This is an optimization exercise on Yosys and OpenROAD, whose aim is small area and a short achievable clock period, not a production implementation. RTL that was checked went through simulation tests only; none was proved equivalent to the original.

Setup of before:
==> module cic_interpolator, before the edit <==
module cic_interpolator (
  input  logic                clock,
  input  logic                reset_n,
  input  logic [5:0]          interpolation,
  input  logic                clear_underflow,
  output logic                underflow,
  input  logic                out_strobe,
  input  logic                in_valid,
  input  logic signed [17:0]  in_data,
  output logic                in_ready,
  output logic                out_valid,
  output logic signed [17:0]  out_data
);
  localparam int AW   = cic_pkg::ACC_WIDTH;
  localparam int KIND  = 0;   
  localparam int AKIND = 2;   
  logic [5:0]          phase_q;
  logic                phase_nz_q;
  logic                phase_zero_q;      
  logic [17:0]         sample0_q, sample1_q;
  logic [18:0]         comb_last1_q;
  logic [19:0]         comb2_q, comb_last2_q;
  logic [20:0]         comb3_q, comb_last3_q;
  logic [21:0]         comb4_q, comb_last4_q;
  logic [21:0]         integ1_q;
  logic [AW-1:0]       integ2_q, integ3_q, integ4_q, integ5_q;
  logic [17:0]         out_slice_q;
  logic [5:0]          out_carry_q;
  logic                out_valid_q;
  logic                underflow_q;
  logic                load_tick;
  logic                wrap;
  logic [17:0]         x;
  logic [18:0]         comb1;
  logic [19:0]         csa_s, csa_c;
  logic [19:0]         comb2_d;
  logic [20:0]         comb3_d;
  logic [21:0]         comb4_d;
  logic [AW-1:0]       integ2_d, integ3_d, integ4_d, integ5_d;
  logic [2:0]          slice_sel;
  logic [17:0]         slice;
  logic                rnd_bit;
  assign load_tick = out_strobe && !phase_nz_q;
  assign x         = in_valid ? in_data : 18'd0;
  assign wrap      = ({1'b0, phase_q} + 7'd1) >= {1'b0, interpolation};
  cic_add #(.W(19), .KIND(KIND)) u_comb1 (
    .a({sample0_q[17], sample0_q}), .b(~{sample1_q[17], sample1_q}), .ci(1'b1), .s(comb1));
  always_comb begin
    logic [19:0] a, b, c;
    a = {{2{sample0_q[17]}}, sample0_q};
    b = ~{{2{sample1_q[17]}}, sample1_q};
    c = ~{comb_last1_q[18], comb_last1_q};
    csa_s = a ^ b ^ c;
    csa_c = {(a[18:0] & b[18:0]) | (a[18:0] & c[18:0]) | (b[18:0] & c[18:0]), 1'b1};
  end
  cic_add #(.W(20), .KIND(KIND)) u_comb2 (.a(csa_s), .b(csa_c), .ci(1'b1), .s(comb2_d));
  cic_add #(.W(21), .KIND(KIND)) u_comb3 (
    .a({comb2_q[19], comb2_q}), .b(~{comb_last2_q[19], comb_last2_q}), .ci(1'b1), .s(comb3_d));
  cic_add #(.W(22), .KIND(KIND)) u_comb4 (
    .a({comb3_q[20], comb3_q}), .b(~{comb_last3_q[20], comb_last3_q}), .ci(1'b1), .s(comb4_d));
  cic_acc #(.W(AW), .KIND(AKIND)) u_acc2 (
    .a(integ2_q), .b({{(AW-22){integ1_q[21]}}, integ1_q}), .en(out_strobe), .d(integ2_d));
  cic_acc #(.W(AW), .KIND(AKIND)) u_acc3 (.a(integ3_q), .b(integ2_q), .en(out_strobe), .d(integ3_d));
  cic_acc #(.W(AW), .KIND(AKIND)) u_acc4 (.a(integ4_q), .b(integ3_q), .en(out_strobe), .d(integ4_d));
  cic_acc #(.W(AW), .KIND(AKIND)) u_acc5 (.a(integ5_q), .b(integ4_q), .en(out_strobe), .d(integ5_d));
  always_comb begin
    if (interpolation < 6'd2 || interpolation > 6'd40) slice_sel = 3'd5;
    else if (interpolation <= 6'd2)  slice_sel = 3'd0;
    else if (interpolation <= 6'd4)  slice_sel = 3'd1;
    else if (interpolation <= 6'd8)  slice_sel = 3'd2;
    else if (interpolation <= 6'd16) slice_sel = 3'd3;
    else if (interpolation <= 6'd32) slice_sel = 3'd4;
    else                             slice_sel = 3'd5;
  end
  cic_round u_round (
    .acc     (integ5_q),
    .sel     (slice_sel),
    .slice   (slice),
    .rnd_bit (rnd_bit)
  );
  always_ff @(posedge clock or negedge reset_n) begin
    if (!reset_n) begin
      phase_q      <= '0;
      phase_nz_q   <= 1'b0;
      phase_zero_q <= 1'b1;
      sample0_q    <= '0;
      sample1_q    <= '0;
      comb_last1_q <= '0;
      comb2_q      <= '0;
      comb_last2_q <= '0;
      comb3_q      <= '0;
      comb_last3_q <= '0;
      comb4_q      <= '0;
      comb_last4_q <= '0;
      integ1_q     <= '0;
      integ2_q     <= '0;
      integ3_q     <= '0;
      integ4_q     <= '0;
      integ5_q     <= '0;
      out_valid_q  <= 1'b0;
      underflow_q  <= 1'b0;
    end else begin
      if (out_strobe) begin
        phase_q    <= wrap ? 6'd0 : phase_q + 6'd1;
        phase_nz_q   <= !wrap;
        phase_zero_q <= wrap;
      end
      integ2_q <= integ2_d;
      integ3_q <= integ3_d;
      integ4_q <= integ4_d;
      integ5_q <= integ5_d;
      if (load_tick) begin
        sample0_q    <= x;
        sample1_q    <= sample0_q;
        comb_last1_q <= comb1;
        comb2_q      <= comb2_d;
        comb_last2_q <= comb2_q;
        comb3_q      <= comb3_d;
        comb_last3_q <= comb3_q;
        comb4_q      <= comb4_d;
        comb_last4_q <= comb4_q;
        integ1_q     <= comb_last4_q;
      end
      out_valid_q <= out_strobe;
      if (load_tick && !in_valid) underflow_q <= 1'b1;
      else if (clear_underflow)   underflow_q <= 1'b0;
    end
  end
  always_ff @(posedge clock) begin
    out_slice_q    <= slice;
    out_carry_q[0] <= rnd_bit;
    out_carry_q[1] <= rnd_bit & (&slice[2:0]);
    out_carry_q[2] <= rnd_bit & (&slice[5:0]);
    out_carry_q[3] <= rnd_bit & (&slice[8:0]);
    out_carry_q[4] <= rnd_bit & (&slice[11:0]);
    out_carry_q[5] <= rnd_bit & (&slice[14:0]);
  end
  assign in_ready  = out_strobe && phase_zero_q;
  assign out_valid = out_valid_q;
  assign out_data  = {out_slice_q[17:15] + 3'(out_carry_q[5]),
                      out_slice_q[14:12] + 3'(out_carry_q[4]),
                      out_slice_q[11:9]  + 3'(out_carry_q[3]),
                      out_slice_q[8:6]   + 3'(out_carry_q[2]),
                      out_slice_q[5:3]   + 3'(out_carry_q[1]),
                      out_slice_q[2:0]   + 3'(out_carry_q[0])};
  assign underflow = underflow_q;
endmodule
Settings: LEC_CHECK=0, ABC_AREA=1, CAP_MARGIN=20, CORE_MARGIN=2, CORE_UTILIZATION=60, PLACE_DENSITY=0.7, SETUP_SLACK_MARGIN=3.58, SLEW_MARGIN=20; clock period 6.5 ns.
standard.sh (not shown) runs the stock make flow with config.mk's settings and CLKGATE_MAP_FILE= SYNTH_SCRIPT=/design/flow/synth_recipe.tcl, a recipe that flattens the netlist after the stock synthesis.
==> flow/flow/run.sh <==
#!/bin/bash
# Standard ORFS layout (the standard.sh) with these changes:
#  - synthesis maps with flow/abc_area.script, ORFS's abc_area.script
#    without its "buffer -c" step (placement-time repair buffers instead);
#    ORFS's scripts are copied to scripts_mod/ with only that file replaced
#  - clock tree synthesis without dummy loads, with clkbuf_8 buffers and
#    sink clusters of up to 14 flip-flops
#  - buf_2 as the port buffer
# Make's output goes to flow_make.log.
set -euo pipefail
rm -rf scripts_mod
cp -r "$FLOW_HOME/scripts" scripts_mod
cp flow/abc_area.script scripts_mod/abc_area.script
bash standard.sh \
  "SCRIPTS_DIR=$PWD/scripts_mod" \
  "CTS_ARGS=-sink_clustering_enable -repair_clock_nets -dont_use_dummy_load -sink_clustering_size 14 -sink_clustering_max_diameter 60 -buf_list sky130_fd_sc_hd__clkbuf_8" \
  "BUFFER_PORTS_ARGS=-buffer_cell sky130_fd_sc_hd__buf_2" \
  finish > flow_make.log 2>&1
==> flow/flow/abc_area.script <==
strash
dch
map -B 0.9
topo
stime -c
upsize -c
dnsize -c
Relative to before, the following input files were edited for after:
--- a/flow/design.v
+++ b/flow/design.v
@@ -143,10 +143,23 @@
 );
   logic [W-1:0] c;
   cic_carry #(.W(W), .KIND(KIND)) u_c (.g0(a & b), .p0(a ^ b), .ci(1'b0), .c(c));
   assign d = a ^ ({W{en}} & (b ^ c));
 endmodule
+module cic_acc_mux #(
+  parameter int W    = 42,
+  parameter int KIND = 0
+) (
+  input  logic [W-1:0] a,
+  input  logic [W-1:0] b,
+  input  logic         en,
+  output logic [W-1:0] d
+);
+  logic [W-1:0] c;
+  cic_carry #(.W(W), .KIND(KIND)) u_c (.g0(a & b), .p0(a ^ b), .ci(1'b0), .c(c));
+  assign d = en ? (a ^ b ^ c) : a;
+endmodule
 module cic_interpolator (
   input  logic                clock,
   input  logic                reset_n,
   input  logic [5:0]          interpolation,
   input  logic                clear_underflow,
@@ -206,12 +219,12 @@
   cic_add #(.W(22), .KIND(KIND)) u_comb4 (
     .a({comb3_q[20], comb3_q}), .b(~{comb_last3_q[20], comb_last3_q}), .ci(1'b1), .s(comb4_d));
   cic_acc #(.W(AW), .KIND(AKIND)) u_acc2 (
     .a(integ2_q), .b({{(AW-22){integ1_q[21]}}, integ1_q}), .en(out_strobe), .d(integ2_d));
   cic_acc #(.W(AW), .KIND(AKIND)) u_acc3 (.a(integ3_q), .b(integ2_q), .en(out_strobe), .d(integ3_d));
-  cic_acc #(.W(AW), .KIND(AKIND)) u_acc4 (.a(integ4_q), .b(integ3_q), .en(out_strobe), .d(integ4_d));
-  cic_acc #(.W(AW), .KIND(AKIND)) u_acc5 (.a(integ5_q), .b(integ4_q), .en(out_strobe), .d(integ5_d));
+  cic_acc_mux #(.W(AW), .KIND(AKIND)) u_acc4 (.a(integ4_q), .b(integ3_q), .en(out_strobe), .d(integ4_d));
+  cic_acc_mux #(.W(AW), .KIND(AKIND)) u_acc5 (.a(integ5_q), .b(integ4_q), .en(out_strobe), .d(integ5_d));
   always_comb begin
     if (interpolation < 6'd2 || interpolation > 6'd40) slice_sel = 3'd5;
     else if (interpolation <= 6'd2)  slice_sel = 3'd0;
     else if (interpolation <= 6'd4)  slice_sel = 3'd1;
     else if (interpolation <= 6'd8)  slice_sel = 3'd2;
Results
- after | stages: all done | timing, DRC, antenna: all pass
- Per the comparison of after with before, met1 global-route usage dropped 0.25 points, layout clock buffer count dropped 1.
- Total setup buffers inserted after CTS, before and after: smaller value in before
- Cell at the slowest stage of the critical path = sky130_fd_sc_hd__buf_6: before; cell at the slowest stage of the critical path = sky130_fd_sc_hd__dfrtp_1: after
- Maximum number of pins on one net before global-route repair in after is 11 higher than in before
- Against before, after comes in 0.81% lower on height of the chip.
- Hold slack across before and after: no real change.
Only the layout flow was run in after; the RTL was not checked for function there.

========
Another version of the RTL of cic_interpolator (not shown whole).
Size in the first run: roughly 400 flip-flops, ~50 I/O pins.
==> module cic_add, before the edit <==
module cic_add #(
  parameter int W    = 42,
  parameter int KIND = 0
) (
  input  logic [W-1:0] a,
  input  logic [W-1:0] b,
  input  logic         ci,
  output logic [W-1:0] s
);
  localparam int L = cic_pkg::clog2_int(W);
  logic [W-1:0] g [0:2*L+1];
  logic [W-1:0] p [0:2*L+1];
  logic [W-1:0] p0;
  assign p0 = a ^ b;
  assign g[0] = {a[W-1:1] & b[W-1:1], (a[0] & b[0]) | (p0[0] & ci)};
  assign p[0] = p0;
  generate
    if (KIND == 0) begin : g_sk
      for (genvar l = 0; l < L; l++) begin : lv
        for (genvar i = 0; i < W; i++) begin : bt
          if ((i >> l) & 1) begin : m
            localparam int J = ((i >> l) << l) - 1;
            assign g[l+1][i] = g[l][i] | (p[l][i] & g[l][J]);
            assign p[l+1][i] = p[l][i] & p[l][J];
          end else begin : k
            assign g[l+1][i] = g[l][i];
            assign p[l+1][i] = p[l][i];
          end
        end
      end
      assign s[0] = p0[0] ^ ci;
      assign s[W-1:1] = p0[W-1:1] ^ g[L][W-2:0];
    end else if (KIND == 1) begin : g_ks
      for (genvar l = 0; l < L; l++) begin : lv
        for (genvar i = 0; i < W; i++) begin : bt
          if (i >= (1 << l)) begin : m
            assign g[l+1][i] = g[l][i] | (p[l][i] & g[l][i-(1<<l)]);
            assign p[l+1][i] = p[l][i] & p[l][i-(1<<l)];
          end else begin : k
            assign g[l+1][i] = g[l][i];
            assign p[l+1][i] = p[l][i];
          end
        end
      end
      assign s[0] = p0[0] ^ ci;
      assign s[W-1:1] = p0[W-1:1] ^ g[L][W-2:0];
    end else if (KIND == 2) begin : g_bk
      for (genvar l = 0; l < L; l++) begin : up
        for (genvar i = 0; i < W; i++) begin : bt
          if ((i % (2 << l)) == (2 << l) - 1) begin : m
            assign g[l+1][i] = g[l][i] | (p[l][i] & g[l][i-(1<<l)]);
            assign p[l+1][i] = p[l][i] & p[l][i-(1<<l)];
          end else begin : k
            assign g[l+1][i] = g[l][i];
            assign p[l+1][i] = p[l][i];
          end
        end
      end
      for (genvar l = L - 2; l >= 0; l--) begin : dn
        for (genvar i = 0; i < W; i++) begin : bt
          if ((i % (2 << l)) == (1 << l) - 1 && i >= (2 << l)) begin : m
            assign g[2*L-1-l][i] = g[2*L-2-l][i] | (p[2*L-2-l][i] & g[2*L-2-l][i-(1<<l)]);
            assign p[2*L-1-l][i] = p[2*L-2-l][i] & p[2*L-2-l][i-(1<<l)];
          end else begin : k
            assign g[2*L-1-l][i] = g[2*L-2-l][i];
            assign p[2*L-1-l][i] = p[2*L-2-l][i];
          end
        end
      end
      assign s[0] = p0[0] ^ ci;
      assign s[W-1:1] = p0[W-1:1] ^ g[2*L-1][W-2:0];
    end else begin : g_hc
      for (genvar l = 0; l < L; l++) begin : lv
        for (genvar i = 0; i < W; i++) begin : bt
          if (l == 0 && (i % 2) == 1) begin : m0
            assign g[l+1][i] = g[l][i] | (p[l][i] & g[l][i-1]);
            assign p[l+1][i] = p[l][i] & p[l][i-1];
          end else if (l > 0 && (i % 2) == 1 && i >= (1 << l) + 1) begin : m
            assign g[l+1][i] = g[l][i] | (p[l][i] & g[l][i-(1<<l)]);
            assign p[l+1][i] = p[l][i] & p[l][i-(1<<l)];
          end else begin : k
            assign g[l+1][i] = g[l][i];
            assign p[l+1][i] = p[l][i];
          end
        end
      end
      for (genvar i = 0; i < W; i++) begin : ev
        if ((i % 2) == 0 && i >= 2) begin : m
          assign g[L+1][i] = g[L][i] | (p[L][i] & g[L][i-1]);
        end else begin : k
          assign g[L+1][i] = g[L][i];
        end
      end
      assign s[0] = p0[0] ^ ci;
      assign s[W-1:1] = p0[W-1:1] ^ g[L+1][W-2:0];
    end
  endgenerate
endmodule
==> module cic_acc, before the edit <==
module cic_acc #(
  parameter int W = 42
) (
  input  logic [W-1:0] a,
  input  logic [W-1:0] b,
  input  logic         en,
  output logic [W-1:0] d
);
  localparam int L = cic_pkg::clog2_int(W);
  logic [W-1:0] g [0:L];
  logic [W-1:0] p [0:L];
  logic [W-1:0] carry;
  assign g[0] = a & b;
  assign p[0] = a ^ b;
  for (genvar l = 0; l < L; l++) begin : lv
    for (genvar i = 0; i < W; i++) begin : bt
      if ((i >> l) & 1) begin : m
        localparam int J = ((i >> l) << l) - 1;
        assign g[l+1][i] = g[l][i] | (p[l][i] & g[l][J]);
        assign p[l+1][i] = p[l][i] & p[l][J];
      end else begin : k
        assign g[l+1][i] = g[l][i];
        assign p[l+1][i] = p[l][i];
      end
    end
  end
  assign carry = {g[L][W-2:0], 1'b0};
  assign d = a ^ ({W{en}} & (b ^ carry));
endmodule
==> flow/config.mk <==
export PLATFORM = sky130hd
export DESIGN_NAME = cic_interpolator
export DESIGN_NICKNAME = cic_interpolator
export VERILOG_FILES = /design/flow/design.v
export SDC_FILE = /design/flow/constraint.sdc
export NUM_CORES = 4
export LEC_CHECK = 0
export CAP_MARGIN = 20
export CORE_MARGIN = 2
export CORE_UTILIZATION = 40
export PLACE_DENSITY = 0.6
export SETUP_SLACK_MARGIN = 3.2
export SLEW_MARGIN = 20
==> flow/constraint.sdc <==
create_clock -name core_clock -period 6.5 [get_ports {clock}]
set_input_delay 1.3000 -clock core_clock [delete_from_list [all_inputs] [get_ports {clock}]]
set_output_delay 1.3000 -clock core_clock [all_outputs]
set_load 0.01 [all_outputs]
==> flow/flow/run.sh <==
#!/bin/bash
# Standard ORFS layout (the standard.sh), with clock tree synthesis told
# not to add dummy loads. Make's full output goes to flow_make.log.
set -euo pipefail
bash standard.sh \
  "CTS_ARGS=-sink_clustering_enable -repair_clock_nets -dont_use_dummy_load" \
  finish > flow_make.log 2>&1
The baseline passed the timing, DRC and antenna checks.
Edit:
--- a/flow/design.v
+++ b/flow/design.v
@@ -3,11 +3,4 @@
   localparam int OUT_WIDTH = 18;
   localparam int ACC_WIDTH = 42;
-  function automatic int clog2_int(input int v);
-    integer i;
-    clog2_int = 0;
-    for (i = 0; i < 31; i = i + 1) begin
-      if ((1 << i) < v) clog2_int = i + 1;
-    end
-  endfunction
 endpackage
 module cic_round (
@@ -37,5 +30,5 @@
   output logic [W-1:0] s
 );
-  localparam int L = cic_pkg::clog2_int(W);
+  localparam int L = $clog2(W);
   logic [W-1:0] g [0:2*L+1];
   logic [W-1:0] p [0:2*L+1];
@@ -134,5 +127,5 @@
   output logic [W-1:0] d
 );
-  localparam int L = cic_pkg::clog2_int(W);
+  localparam int L = $clog2(W);
   logic [W-1:0] g [0:L];
   logic [W-1:0] p [0:L];
=>
- die area is unchanged
- worst setup slack does not change
- flip-flop and latch count is unchanged
- critical path depth stays the same
- final cell count does not change
- core utilization does not change
- sequential share of layout area does not change
- global-route usage does not change
- maximum frequency is unchanged
- clock skew is unchanged
Only the layout flow was run in the second run of this note; the RTL was not checked for function there.

re-timing with driven ports:
The flow's constraints put no driver on any port. The routed layouts listed below were extracted and timed again, unchanged, in two steps.
Step 1, drivers: a clkbuf_16 drives clock and a buf_2 each remaining input, both assumed.
Step 2, shift: input delay + t, output delay - t, t = (earliest + latest rising clock arrival at the registers) / 2. This alone moves slack from input paths to output paths.
Slacks: ideal ports / drivers / drivers and shift; pairs: ideal ports / drivers.
run | t, ns | setup slack, ns | pins driven straight from the clock port
before | 0.665 | 3.598 / 3.533 / 2.942 | 1
after | 0.655 | 3.282 / 3.282 / 3.135 | 1
the first run of note 2 | 0.635 | 3.245 / 3.130 / 2.722 | 1
the second run of note 2 | 0.635 | 3.245 / 3.130 / 2.722 | 1
After both steps every run listed still meets setup and hold. For before, which loses most, drivers alone change the setup slack by -0.065 ns; drivers and shift together by -0.656 ns.
